This is an optimization exercise on Yosys and OpenROAD, whose aim is small area, a short achievable clock period and few clock cycles per item, not a production implementation. The RTL was checked by simulation tests, not by an equivalence proof against the original design. Power is estimated from default activity; no workload was simulated.

`design.v`:
```
`timescale 1ns / 1ps
`default_nettype none
package mstt_pkg;
	localparam int SLOTS         = 16;
	localparam int INTERVAL_BITS = 24;
	localparam int IDX_W  = (SLOTS > 1) ? $clog2(SLOTS) : 1;
	localparam int IVL_W  = (INTERVAL_BITS < 24) ? INTERVAL_BITS : 24;
	localparam int ID_W   = 16;
	localparam int IN_IVL_W = 24;
	localparam int CNT_W  = 16;
	localparam int CTR_W  = 25;
	localparam int MODE_W = 2;
	localparam int ST_W   = 3;
	localparam logic [MODE_W-1:0] MODE_TICK   = 2'd0;
	localparam logic [MODE_W-1:0] MODE_SET    = 2'd1;
	localparam logic [MODE_W-1:0] MODE_DELETE = 2'd2;
	localparam logic [MODE_W-1:0] MODE_QUERY  = 2'd3;
	localparam logic [ST_W-1:0] ST_ADDED    = 3'd0;
	localparam logic [ST_W-1:0] ST_UPDATED  = 3'd1;
	localparam logic [ST_W-1:0] ST_NOTFOUND = 3'd2;
	localparam logic [ST_W-1:0] ST_FULL     = 3'd3;
	localparam logic [ST_W-1:0] ST_FIRED    = 3'd4;
	localparam logic [ST_W-1:0] ST_OK       = 3'd5;
	typedef struct packed {
		logic load;
		logic step;
		logic finish;
	} mstt_cmd_t;
	typedef struct packed {
		logic idx_last;
	} mstt_stat_t;
endpackage
`default_nettype wire
`timescale 1ns / 1ps
`default_nettype none
module multi_slot_periodic_timer_table_core (
	input  wire logic                           clk,
	input  wire logic                           arst_n,
	input  wire logic                           start,
	output logic                                busy,
	input  wire logic [mstt_pkg::MODE_W-1:0]    mode,
	input  wire logic [mstt_pkg::ID_W-1:0]      req_id,
	input  wire logic [mstt_pkg::IN_IVL_W-1:0]  interval,
	input  wire logic [mstt_pkg::CNT_W-1:0]     repeat_count,
	input  wire logic                           resident,
	input  wire logic                           immediate,
	output logic                                strobe,
	output logic [mstt_pkg::ST_W-1:0]           status,
	output logic [mstt_pkg::ID_W-1:0]           result_id,
	output logic signed [mstt_pkg::CTR_W-1:0]   ticks_left,
	output logic [mstt_pkg::CNT_W-1:0]          count_left,
	output logic                                last
);
	localparam int N  = mstt_pkg::SLOTS;
	localparam int IW = mstt_pkg::ID_W;
	localparam int VW = mstt_pkg::IVL_W;
	localparam int CW = mstt_pkg::CNT_W;
	logic                           s1_v_q;
	logic [mstt_pkg::MODE_W-1:0]    s1_mode_q;
	logic [IW-1:0]                  s1_id_q;
	logic [VW-1:0]                  s1_ivl_q;
	logic [CW-1:0]                  s1_cnt_q;
	logic                           s1_res_q;
	logic                           s1_imm_q;
	logic                           rem_nz_q;
	logic [N-1:0]                   rem_q;
	assign busy = s1_v_q & rem_nz_q;
	always_ff @(posedge clk or negedge arst_n) begin
		if (!arst_n) begin
			s1_v_q <= 1'b0;
		end else if (!busy) begin
			s1_v_q <= start;
		end
	end
	always_ff @(posedge clk) begin
		if (!busy) begin
			s1_mode_q <= mode;
			s1_id_q   <= req_id;
			s1_ivl_q  <= interval[VW-1:0];
			s1_cnt_q  <= repeat_count;
			s1_res_q  <= resident;
			s1_imm_q  <= immediate;
		end
	end
	logic [N-1:0]   valid_q;
	logic [IW-1:0]  id_q  [N];
	logic [VW-1:0]  ivl_q [N];
	logic [VW-1:0]  dl_q  [N];
	logic [CW-1:0]  cnt_q [N];
	logic [N-1:0]   res_q;
	logic [N-1:0]   imm_q;
	logic [N-1:0]   le1_q;      
	logic [VW-1:0]  t_q, nt_q;
	logic [N-1:0]   rl_q;
	logic           rl_fire_q;
	logic [CW-1:0]  pcnt_q;
	logic go, is_tick, is_set, is_del, is_qry, tick_go;
	assign go      = s1_v_q & ~rem_nz_q;
	assign is_tick = (s1_mode_q == mstt_pkg::MODE_TICK);
	assign is_set  = (s1_mode_q == mstt_pkg::MODE_SET);
	assign is_del  = (s1_mode_q == mstt_pkg::MODE_DELETE);
	assign is_qry  = (s1_mode_q == mstt_pkg::MODE_QUERY);
	assign tick_go = go & is_tick;
	logic [VW-1:0] ivl_fix, dl_fix;
	logic [CW-1:0] cnt_rl, cnt_fix;
	logic          fix_z, fix_1;
	always_comb begin
		ivl_fix = '0;
		cnt_rl  = '0;
		for (int s = 0; s < N; s++) begin
			ivl_fix = ivl_fix | (ivl_q[s] & {VW{rl_q[s]}});
			cnt_rl  = cnt_rl  | (cnt_q[s] & {CW{rl_q[s]}});
		end
	end
	assign cnt_fix = rl_fire_q ? (cnt_rl - CW'(cnt_rl != '0)) : pcnt_q;
	assign dl_fix  = t_q + ivl_fix;
	assign fix_z   = (cnt_fix == '0);
	assign fix_1   = (cnt_fix == CW'(1));
	logic [N-1:0] match, fire, free1, wr;
	logic [N-1:0] valid_lo;    
	logic         found, full;
	always_comb begin
		valid_lo[0] = 1'b1;
		for (int s = 1; s < N; s++)
			valid_lo[s] = valid_lo[s-1] & valid_q[s-1];
	end
	for (genvar s = 0; s < N; s++) begin : g_slot
		logic cz, c1, kill;
		assign match[s] = valid_q[s] & (id_q[s] == s1_id_q);
		assign free1[s] = ~valid_q[s] & valid_lo[s];
		assign fire[s]  = valid_q[s] & (imm_q[s] | le1_q[s] | (~rl_q[s] & (dl_q[s] == nt_q)));
		assign wr[s]    = go & is_set & (found ? match[s] : free1[s]);
		assign cz       = rl_q[s] ? fix_z : (cnt_q[s] == '0);
		assign c1       = rl_q[s] ? fix_1 : (cnt_q[s] == CW'(1));
		assign kill     = ~res_q[s] & (cz | (fire[s] & c1));
		always_ff @(posedge clk or negedge arst_n) begin
			if (!arst_n) begin
				valid_q[s] <= 1'b0;
			end else if (wr[s]) begin
				valid_q[s] <= 1'b1;
			end else if (go & is_del & match[s]) begin
				valid_q[s] <= 1'b0;
			end else if (tick_go & kill) begin
				valid_q[s] <= 1'b0;
			end
		end
		always_ff @(posedge clk) begin
			if (wr[s]) begin
				id_q[s]  <= s1_id_q;
				ivl_q[s] <= s1_ivl_q;
				res_q[s] <= s1_res_q;
				imm_q[s] <= s1_imm_q;
				le1_q[s] <= (s1_ivl_q[VW-1:1] == '0);
			end else if (tick_go) begin
				imm_q[s] <= 1'b0;
			end
			if (rl_q[s]) begin
				dl_q[s]  <= dl_fix;
				cnt_q[s] <= cnt_fix;
			end
		end
	end
	assign found = |match;
	assign full  = &valid_q;
	logic [N-1:0]  fv, fv_first, fv_rest, fv_lo;
	logic          emit, hit_pend;
	logic [IW-1:0] fv_id;
	logic [VW-1:0] q_dl;
	logic [CW-1:0] q_cnt;
	assign fv   = rem_nz_q ? rem_q : (tick_go ? fire : '0);
	assign emit = |fv;
	always_comb begin
		fv_lo[0] = 1'b0;
		for (int s = 1; s < N; s++)
			fv_lo[s] = fv_lo[s-1] | fv[s-1];
		fv_first = fv & ~fv_lo;
		fv_rest  = fv & fv_lo;
		fv_id = '0;
		q_dl  = '0;
		q_cnt = '0;
		for (int s = 0; s < N; s++) begin
			fv_id = fv_id | (id_q[s]  & {IW{fv_first[s]}});
			q_dl  = q_dl  | (dl_q[s]  & {VW{match[s]}});
			q_cnt = q_cnt | (cnt_q[s] & {CW{match[s]}});
		end
	end
	assign hit_pend = |(match & rl_q);
	always_ff @(posedge clk or negedge arst_n) begin
		if (!arst_n) begin
			t_q       <= '0;
			nt_q      <= VW'(1);
			rl_q      <= '0;
			rl_fire_q <= 1'b0;
		end else begin
			if (tick_go) begin
				t_q  <= nt_q;
				nt_q <= nt_q + VW'(1);
			end
			rl_q      <= emit ? fv_first : wr;
			rl_fire_q <= emit;
		end
	end
	always_ff @(posedge clk) begin
		if (go & is_set)
			pcnt_q <= s1_cnt_q;
	end
	logic                          strobe_q;
	logic [mstt_pkg::ST_W-1:0]     status_q;
	logic [IW-1:0]                 result_id_q;
	logic [VW-1:0]                 ticks_q;
	logic [CW-1:0]                 count_q;
	logic                          last_q;
	always_ff @(posedge clk or negedge arst_n) begin
		if (!arst_n) begin
			strobe_q <= 1'b0;
			rem_nz_q <= 1'b0;
			rem_q    <= '0;
		end else begin
			strobe_q <= rem_nz_q | go;
			rem_q    <= fv_rest;
			rem_nz_q <= |fv_rest;
		end
	end
	always_ff @(posedge clk) begin
		if (rem_nz_q | tick_go) begin
			ticks_q     <= '0;
			count_q     <= '0;
			if (emit) begin
				status_q    <= mstt_pkg::ST_FIRED;
				result_id_q <= fv_id;
				last_q      <= ~|fv_rest;
			end else begin
				status_q    <= mstt_pkg::ST_OK;
				result_id_q <= '0;
				last_q      <= 1'b1;
			end
		end else if (go) begin
			result_id_q <= s1_id_q;
			last_q      <= 1'b1;
			ticks_q     <= '0;
			count_q     <= '0;
			if (is_set) begin
				status_q <= found ? mstt_pkg::ST_UPDATED :
				            full  ? mstt_pkg::ST_FULL : mstt_pkg::ST_ADDED;
			end else begin
				status_q <= found ? mstt_pkg::ST_OK : mstt_pkg::ST_NOTFOUND;
				if (is_qry & found) begin
					ticks_q <= hit_pend ? ivl_fix : (q_dl - t_q);
					count_q <= hit_pend ? cnt_fix : q_cnt;
				end
			end
		end
	end
	assign strobe     = strobe_q;
	assign status     = status_q;
	assign result_id  = result_id_q;
	assign ticks_left = {1'b0, ticks_q};
	assign count_left = count_q;
	assign last       = last_q;
endmodule
`default_nettype wire
```
`run.sh`:
```
#!/bin/bash
# synth_recipe.tcl (not shown) runs the flow's synth.tcl, then flattens the netlist and writes it again
# the make line also repeats each setting of config.mk as NAME=value (left out here)
make -C /OpenROAD-flow-scripts/flow DESIGN_CONFIG=/design/flow/config.mk WORK_HOME=/design/flow/orfs CLKGATE_MAP_FILE= SYNTH_SCRIPT=/design/flow/synth_recipe.tcl finish
```
`config.mk`:
```
export PLATFORM = sky130hd
export DESIGN_NAME = multi_slot_periodic_timer_table_core
export DESIGN_NICKNAME = multi_slot_periodic_timer_table_core
export VERILOG_FILES = /design/flow/design.v
export SDC_FILE = /design/flow/constraint.sdc
export NUM_CORES = 4
export LEC_CHECK = 0
export CAP_MARGIN = 20
export CORE_MARGIN = 2
export CORE_UTILIZATION = 40
export SLEW_MARGIN = 20
```
`constraint.sdc`:
```
create_clock -name core_clock -period 8.0 [get_ports {clk}]
set_input_delay 1.6000 -clock core_clock [delete_from_list [all_inputs] [get_ports {clk}]]
set_output_delay 1.6000 -clock core_clock [all_outputs]
set_load 0.01 [all_outputs]
```
==> results.txt <==
[layer usage]
layer  up-vias  GRT usage (%)
met4        18          14.72
met1     25690          42.51
met2      3887          46.60
met5         -              0
met3       879          9.151
li1      20640              -
[cells by family (layout without fill, tap and decap cells)]
family / count (synthesis) / count (layout) / share of synthesized area, %
flip-flops: 1563 / 1563 / 65.28
XOR/XNOR: 705 / 705 / 8.754
buffers and inverters: 392 / 738 / 2.553
AND/OR/NAND/NOR: 1204 / 1204 / 9.367
other: 1 / 4 / 0.005317
adder cells (fa/ha/maj): 51 / 51 / 0.9260
multiplexers: 36 / 36 / 0.5482
AO/OA/AOI/OAI: 1147 / 1147 / 12.57
[final cells by class]
| class | instances | share of cell area, % |
|---|---|---|
| diodes | 3 | 0.009229 |
| clock buffers | 229 | 5.728 |
| clock inverters | 92 | 1.675 |
| inverters | 83 | 0.3830 |
| multi-input cells | 3144 | 28.38 |
| flip-flops and latches | 1563 | 56.67 |
| well taps | 2340 | 3.599 |
| repair buffers | 334 | 3.555 |
[how the worst min path moves through the flow]
stage	startpoint	endpoint	slack, ns	cells after the start
floorplan	s1_cnt_q[0]$_DFFE_PN_	pcnt_q[0]$_DFFE_PP_	0.40	0
global placement	s1_cnt_q[11]$_DFFE_PN_	pcnt_q[11]$_DFFE_PP_	0.40	0
detailed placement	s1_cnt_q[8]$_DFFE_PN_	pcnt_q[8]$_DFFE_PP_	0.41	0
CTS	s1_cnt_q[11]$_DFFE_PN_	pcnt_q[11]$_DFFE_PP_	0.42	0
global route	s1_cnt_q[11]$_DFFE_PN_	pcnt_q[11]$_DFFE_PP_	0.42	0
finish	s1_cnt_q[11]$_DFFE_PN_	pcnt_q[11]$_DFFE_PP_	0.41	0
[synth_stat cells, types with 40 or more instances]
cell / instances
sky130_fd_sc_hd__a21oi_1: 118
sky130_fd_sc_hd__a221oi_1: 292
sky130_fd_sc_hd__a22o_1: 282
sky130_fd_sc_hd__a22oi_1: 137
sky130_fd_sc_hd__buf_2: 83
sky130_fd_sc_hd__clkbuf_1: 142
sky130_fd_sc_hd__dfrtp_1: 98
sky130_fd_sc_hd__dfxtp_1: 40
sky130_fd_sc_hd__edfxtp_1: 1424
sky130_fd_sc_hd__ha_1: 49
sky130_fd_sc_hd__inv_1: 81
sky130_fd_sc_hd__nand2_1: 261
sky130_fd_sc_hd__nand3_1: 112
sky130_fd_sc_hd__nand4_1: 204
sky130_fd_sc_hd__nor2_1: 150
sky130_fd_sc_hd__nor3_1: 69
sky130_fd_sc_hd__nor4_1: 174
sky130_fd_sc_hd__o21ai_0: 135
sky130_fd_sc_hd__xnor2_1: 380
sky130_fd_sc_hd__xor2_1: 325
[through the flow]
step | std cells | instance area, um2
floorplan | 5099 | 70530
global placement | 7459 | 75230
detailed placement | 7462 | 75280
CTS | 7783 | 81300
global route | 7786 | 81340
finish | 7788 | 81350
[sequential cells by signal (all words and copies together) (netlist names), 24 cells and up]
signal    flops
id_q        256
nt_q         24
ivl_q       384
t_q          24
dl_q        384
s1_ivl_q     24
cnt_q       256
ticks_q      24
[power by group]
part           switching (uW)  internal, uW  total [uW]
Clock                    3520          4930        8450
Combinational            2650          1050        3700
Sequential                493          9820       10300
[cells in the final DEF, fill, tap and decap left out, types with 15 or more instances in the layout]
cell type / Yosys / final
sky130_fd_sc_hd__edfxtp_1: 1424 / 1424
sky130_fd_sc_hd__inv_1: 81 / 71
sky130_fd_sc_hd__clkbuf_1: 142 / 44
sky130_fd_sc_hd__nand2_1: 261 / 260
sky130_fd_sc_hd__nand4_1: 204 / 204
sky130_fd_sc_hd__nor2_1: 150 / 136
sky130_fd_sc_hd__dfrtp_1: 98 / 81
sky130_fd_sc_hd__and3_1: 26 / 26
sky130_fd_sc_hd__o21ai_0: 135 / 135
sky130_fd_sc_hd__a221o_1: 16 / 16
sky130_fd_sc_hd__clkbuf_16: 0 / 173
sky130_fd_sc_hd__a41oi_1: 19 / 19
sky130_fd_sc_hd__dfrtp_4: 0 / 16
sky130_fd_sc_hd__clkinv_1: 0 / 15
sky130_fd_sc_hd__buf_4: 30 / 200
sky130_fd_sc_hd__a21oi_1: 118 / 117
sky130_fd_sc_hd__clkdlybuf4s50_1: 0 / 123
sky130_fd_sc_hd__dfxtp_1: 40 / 40
sky130_fd_sc_hd__xor2_1: 325 / 323
sky130_fd_sc_hd__bufinv_16: 0 / 24
sky130_fd_sc_hd__clkinv_2: 0 / 28
sky130_fd_sc_hd__xnor2_1: 380 / 371
sky130_fd_sc_hd__nand2b_1: 30 / 30
sky130_fd_sc_hd__nand3_1: 112 / 112
sky130_fd_sc_hd__nor4_1: 174 / 162
sky130_fd_sc_hd__nor2b_1: 30 / 29
sky130_fd_sc_hd__and4_1: 32 / 32
sky130_fd_sc_hd__mux2i_1: 15 / 15
sky130_fd_sc_hd__a22o_1: 282 / 282
sky130_fd_sc_hd__a221oi_1: 292 / 291
sky130_fd_sc_hd__nand4b_1: 19 / 19
sky130_fd_sc_hd__or4_1: 26 / 26
sky130_fd_sc_hd__ha_1: 49 / 49
sky130_fd_sc_hd__mux2_2: 21 / 21
sky130_fd_sc_hd__nor3_1: 69 / 64
sky130_fd_sc_hd__a22oi_1: 137 / 137
==> Flow_metrics.wiki <==
{| class="wikitable"
! Metric !! Value
|-
| Result of the run || complete, no violations
|-
| Smallest setup slack after layout || 1.496 ns
|-
| Antenna violations before repair || 21
|-
| Uppermost layer routed || met5
|-
| Skew-Pair Late Insertion Delay || 0.86 ns
|-
| Setup repair after global routing missed its margin || no
|-
| Share of layout cells above drive strength 1 || 11.42%
|-
| CP endpoint kind || flip-flop
|-
| Layout-stage area growth over the synthesis result || 15.33%
|-
| Number of buffers added to fix hold violations after cts || 0
|-
| Starting Density || 40.14%
|-
| Leakage power summed over all cells || 0.02720 uW
|-
| Maximum achievable frequency || 153.7 MHz
|-
| Startpoint of the worst setup timing path || s1_id_q[9]$_DFFE_PN_
|-
| Crit path max-delay cell type || sky130_fd_sc_hd__edfxtp_1
|-
| Crit start category || flip-flop
|-
| Buffer type at the clock tree root || sky130_fd_sc_hd__clkbuf_16
|-
| Area of the multi-input gates || 0.02308 mm2
|-
| Setup violation total in the final timing report || 0
|-
| Bufs and invs on worst path || 2
|-
| Wl on met1 || 112500 um
|-
| Number of buffers between clock root and the deepest sink || 3
|-
| Drt via density || 6.563
|-
| Post-cts resize count || 0
|-
| Number of sinks driven by the clock tree || 1563
|-
| Worst Clk Skew || 0.05377 ns
|-
| Yosys top cell by area || sky130_fd_sc_hd__edfxtp_1
|-
| Core Box Area || 0.1757 mm2
|-
| Count of pins over their slew limit || 0
|-
| CTS H-Tree Depth || 4
|-
| CTS tree || yes
|-
| Headroom to the max-slew limit || 12.61%
|-
| Smallest hold slack || 0.4128 ns
|-
| Transition at the pin with the smallest max-transition slack || 1.299 ns
|-
| Delay of the slowest cell on the worst path || 0.91 ns
|-
| Die Y || 423.9 um
|-
| Arrival time worst endpoint || 7.20 ns
|-
| Peak supply drop || 178.6 uV
|-
| Overall via count from detail_route || 51.12k
|-
| Share of Yosys cell area claimed by the top area cell type || 60.63%
|-
| Pin count of the biggest net entering global routing || 67
|-
| Met2 Wirelength || 124300 um
|-
| Num ports || 126
|-
| Layout Nets || 5412
|-
| Number of flops mapped to enable cells by yosys || 1424
|-
| Crit Path Max Fanout || 27
|-
| Number of warnings issued by yosys || 5
|-
| Critical setup path kind || flip-flop to flip-flop
|-
| Time the worst path needs with I/O delays and setup || 6.504 ns
|-
| Post-synth design cell area || 0.07053 mm2
|-
| Floorplan die area || 0.1797 mm2
|-
| Cts bufs inserted || 172
|-
| Required time worst endpoint || 8.69 ns
|-
| Flip-flop and latch area || 0.04610 mm2
|-
| Vias in the first global route || 48.37k
|-
| Net Count, Synth || 5213
|-
| Number of distinct library cells after synthesis || 86
|-
| Width of the die || 423.9 um
|-
| Reg2Reg Setup Slack || 1.50 ns
|-
| Setup TNS || 0 ns
|-
| Number of maximum-capacitance constraint violations || 0
|-
| Routability Congestion || 1.033
|-
| Asr flop ratio synth || 6.334%
|-
| Remaining Overflow, GRT || 0
|-
| Main flop type after synthesis || sky130_fd_sc_hd__edfxtp_1
|-
| Number of setup buffers added after CTS || 0
|-
| Startpoint of the most critical register-to-register path || s1_id_q[9]$_DFFE_PN_
|-
| Starting DRT DRC Count || 8632
|-
| Power per unit of standard cell area || 276.2 mW/mm2
|-
| Cell breakdown of the critical path || buf_4 > xnor2_1 > nand4_1 > or4_1 > nor2_4 > buf_4 > a22o_1 > a221oi_1 > nand4_1 > ha_1 > and4_1 > nand3_1 > a211oi_1 > nor3_1 > o21ai_0 > a31oi_1 > nor2b_1 > xnor2_1 > mux2i_1 > o21ai_0
|-
| Met3 WL post-DR || 35160 um
|-
| Worst hold-check path type || flip-flop to flip-flop
|-
| Wire length of the first global-routing pass || 396400 um
|-
| Number of nets with antenna violations after detailed routing || 0
|-
| Total power after layout || 22470 uW
|-
| Critical path endpoint || ticks_q[21]$_SDFFE_PN0P_
|-
| Worst slack at placement || 1.643 ns
|-
| Drt first pass iters || 8
|-
| Cell types occupying the most area after synthesis || sky130_fd_sc_hd__edfxtp_1, sky130_fd_sc_hd__xnor2_1, sky130_fd_sc_hd__xor2_1, sky130_fd_sc_hd__a221oi_1, sky130_fd_sc_hd__a22o_1
|-
| Number of buffer cells added on primary ports || 124
|-
| Clock Pin Slew Worst Setup and Hold Paths || 0.06 ns
|-
| Overall global routing resource usage || 31.46%
|-
| WL per Instance || 37.09 um
|-
| Post-route core utilization || 46.29%
|-
| Half-perimeter wire length after detailed placement || 196300 um
|-
| Register bit total from synthesis || 1563
|-
| Hold Fails Final Rpt || 0
|-
| Remaining routing DRC violations || 0
|-
| CP Depth || 20
|-
| Endpoint of the lowest-slack register-to-register path || ticks_q[21]$_SDFFE_PN0P_
|-
| Total Wirelength || 288900 um
|-
| Syn Area/Cell || 13.83 um2
|-
| Delay-heaviest family, CP || simple AND/OR/NAND/NOR gates
|-
| Filler Cell Count || 15.59k
|-
| Register area share after synthesis || 65.28%
|-
| Syn Inst Count || 5099
|-
| Path depth of the worst reg2reg path || 20
|-
| Placement row count || 154
|-
| Final Cycle Share || 81.30%
|}
Testbench counts, summed over its fixed seeds: cycles 6,415, items 3,200.

afterwards: timing with drivers on the ports:
The results above use ideal ports. As a check the final layout listed here was re-extracted and re-timed, cells and wires unchanged.
Step 1 (the two cells are an assumption about what drives the block):
set clk [get_ports {clk}]
set_driving_cell -lib_cell sky130_fd_sc_hd__clkbuf_16 $clk
set_driving_cell -lib_cell sky130_fd_sc_hd__buf_2 [delete_from_list [all_inputs] $clk]
Step 2 adds t to the input delays and takes it off the output delays; t is the mean of the earliest and latest rising clock arrival at the registers after step 1. Input paths then give back, and output paths get back, about the clock's delay inside the block.
Slacks: no drivers / after step 1 / after step 2; pairs: no drivers / after step 1.
t, ns: 0.933
setup WS [ns]: 1.496 / 1.496 / 1.496
worst setup path after step 2: register to register
latest minus earliest clock arrival (ns): 0.058 / 0.059
pins driven straight from the clock port: 1
After both steps this run still meets setup and hold. For this run, drivers alone change the setup slack by 0.000 ns; drivers and shift together by 0.000 ns.
